Background: an optimization exercise with open tools, aiming at small area, a short achievable clock period and few clock cycles per item. Do not read the settings as production practice.
Function was checked by simulation only, so behaviour that the tests miss may differ from the original.

== onyx ==
// cosine_vector_similarity
module cosine_vector_similarity #(
  parameter int unsigned MAX_DIM = 4096
) (
  input  logic               clk_i,
  input  logic               rst_ni,
  input  logic               in_valid_i,
  output logic               in_ready_o,
  input  logic signed [15:0] a_elem_i,
  input  logic signed [15:0] b_elem_i,
  input  logic               last_pair_i,
  output logic               out_valid_o,
  input  logic               out_ready_i,
  output logic signed [31:0] similarity_o,
  output logic               zero_norm_o
);
Size in the first run: ~8200 cells after synthesis, ~970 flip-flops, about 72 I/O pins.
export LEC_CHECK = 0
export CAP_MARGIN = 20
export CORE_MARGIN = 2
export CORE_UTILIZATION = 68
export SLEW_MARGIN = 20
create_clock -name core_clock -period 14.0 [get_ports {clk_i}]
standard.sh (not shown) runs the stock make flow with config.mk's settings and CLKGATE_MAP_FILE= SYNTH_SCRIPT=/design/flow/synth_recipe.tcl, a recipe that flattens the netlist after the stock synthesis.
==> flow/flow/run.sh <==
#!/bin/bash
set -euo pipefail
export SETUP_SLACK_MARGIN=8.5
bash standard.sh > standard.log 2>&1
Testbench counts of onyx, summed over its fixed seeds: cycles 23,100, items 640.
[inputs] violet vs onyx
# onyx
export LEC_CHECK = 0
export CAP_MARGIN = 20
export CORE_MARGIN = 2
export CORE_UTILIZATION = 68
export SLEW_MARGIN = 20
create_clock -name core_clock -period 14.0 [get_ports {clk_i}]
# violet
export LEC_CHECK = 0
export CAP_MARGIN = 20
export CORE_MARGIN = 2
export CORE_UTILIZATION = 55
export CTS_CLUSTER_DIAMETER = 100
export CTS_CLUSTER_SIZE = 20
export SLEW_MARGIN = 20
create_clock -name core_clock -period 14.0 [get_ports {clk_i}]
Results
- The flip-flop and latch share of the layout cell area of violet is higher than that of onyx.
- Routing usage on met2: violet < onyx
- Summary of the comparison: final cell count is higher in violet, relative to onyx.
For maple, these inputs were changed with respect to violet:
# violet
export LEC_CHECK = 0
export CAP_MARGIN = 20
export CORE_MARGIN = 2
export CORE_UTILIZATION = 55
export CTS_CLUSTER_DIAMETER = 100
export CTS_CLUSTER_SIZE = 20
export SLEW_MARGIN = 20
create_clock -name core_clock -period 14.0 [get_ports {clk_i}]
# maple
export LEC_CHECK = 0
export CAP_MARGIN = 20
export CORE_MARGIN = 2
export CORE_UTILIZATION = 55
export CTS_CLUSTER_DIAMETER = 80
export CTS_CLUSTER_SIZE = 24
export SLEW_MARGIN = 20
create_clock -name core_clock -period 14.0 [get_ports {clk_i}]
Findings:
maple finished end to end and its layout was clean on timing, DRC and antenna.
Per the comparison of maple with violet, vias per cell held, total routing usage reported by global routing held, sequential cell area held, post-CTS repair timing setup buffer count went up 1, highest net fanout along the worst path went up 9.
The fraction of area in registers of maple falls short of that of violet by 0.26 points.

---

Another version of the RTL of cosine_vector_similarity (not shown whole).
Size in the first run: about 9700 cells after synthesis, roughly 72 I/O pins, about 80000 um^2 of cells after synthesis.
make LEC_CHECK=0 CAP_MARGIN=20 CORE_MARGIN=2 CORE_UTILIZATION=40 SLEW_MARGIN=20 finish   # period 14.0 ns
run.sh (not shown) runs the stock make flow with config.mk's settings and CLKGATE_MAP_FILE= SYNTH_SCRIPT=/design/flow/synth_recipe.tcl, a recipe that flattens the netlist after the stock synthesis.
Stock flow here: none of the scripts above is used.
The baseline completed with no timing, DRC or antenna violations.
Testbench counts at the start, summed over its fixed seeds: cycles 25,134, items 640.
Rerun with:
==> flow/flow/run.sh (new file) <==
#!/bin/bash
set -euo pipefail
export SETUP_SLACK_MARGIN=8.5
bash standard.sh > standard.log 2>&1
==> flow/standard.sh (new file) <==
#!/bin/bash
# synth_recipe.tcl (not shown) runs the flow's synth.tcl, then flattens the netlist and writes it again
# the make line also repeats each setting of config.mk as NAME=value (left out here)
make -C /OpenROAD-flow-scripts/flow DESIGN_CONFIG=/design/flow/config.mk WORK_HOME=/design/flow/orfs CLKGATE_MAP_FILE= SYNTH_SCRIPT=/design/flow/synth_recipe.tcl "${@:-finish}"
removed: flow/run.sh
The new run passed the timing, design-rule and antenna checks.
Cell count rose by 0.42%.
Worst hold slack is about the same.
Via count rose by 0.35%.
Fmax rose by 13%.

---

RTL: one of the versions met above, not the one the previous note started from.
For scale: about 970 flip-flops, ~72 I/O pins, roughly 78000 µm² of cells after synthesis.
Settings: LEC_CHECK=0, CAP_MARGIN=20, CORE_MARGIN=2, CORE_UTILIZATION=55, SLEW_MARGIN=20; clock period 14.0 ns.
standard.sh (not shown) runs the stock make flow with config.mk's settings and CLKGATE_MAP_FILE= SYNTH_SCRIPT=/design/flow/synth_recipe.tcl, a recipe that flattens the netlist after the stock synthesis.
==> flow/flow/run.sh <==
#!/bin/bash
set -euo pipefail
export SETUP_SLACK_MARGIN=8.8
bash standard.sh > standard.log 2>&1
Testbench counts at the start, summed over its fixed seeds: cycles 23,100, items 640.
==> next run, changes <==
==> flow/flow/run.sh (replaced) <==
#!/bin/bash
set -euo pipefail
export SETUP_SLACK_MARGIN=8.5
bash standard.sh > standard.log 2>&1
Result:
- The changed run went through all stages and came out clean
- via count falls by 1.4%
- critical path depth is lower by 1
- flip-flop and latch count does not change
- synthesized cell count stays the same
- setup slack gets worse by 0.16 ns
- final area is lower by 3.2%
- hold slack is about the same
- register-to-register slack is worse by 0.20 ns
- first-iteration DRC count grows by 1.1%

## re-timing with driven ports
No port has a modelled driver above. Below, the same layouts with a new extraction and two added sets of constraints.
Step 1 sets driving cells, clkbuf_16 on the clock port and buf_2 on the other inputs (assumed; they add their load-dependent delay and slew).
Step 2 adds t to the input delays and takes it off the output delays; t is the mean of the earliest and latest rising clock arrival at the registers after step 1. Input paths then give back, and output paths get back, about the clock's delay inside the block.
Three values: ideal, step 1, step 2; two values: the first two.
run | t, ns | setup WS [ns] | worst register clock-pin slew, ns
onyx | 0.780 | 8.631 / 8.631 / 8.113 | 0.07 / 0.07
violet | 0.773 | 8.683 / 8.683 / 7.993 | 0.10 / 0.10
maple | 0.756 | 8.679 / 8.679 / 8.012 | 0.10 / 0.10
the first run of note 2 | 0.831 | 7.880 / 7.880 / 7.637 | 0.07 / 0.07
the second run of note 2 | 0.831 | 8.586 / 8.586 / 7.990 | 0.07 / 0.07
the first run of note 3 | 0.801 | 8.834 / 8.866 / 8.079 | 0.07 / 0.07
the second run of note 3 | 0.793 | 8.670 / 8.670 / 7.990 | 0.07 / 0.07
After both steps setup and hold are still met in every run listed. The setup slack of the first run of note 3, which loses most, moves by +0.032 ns with the drivers and by -0.755 ns with both steps.
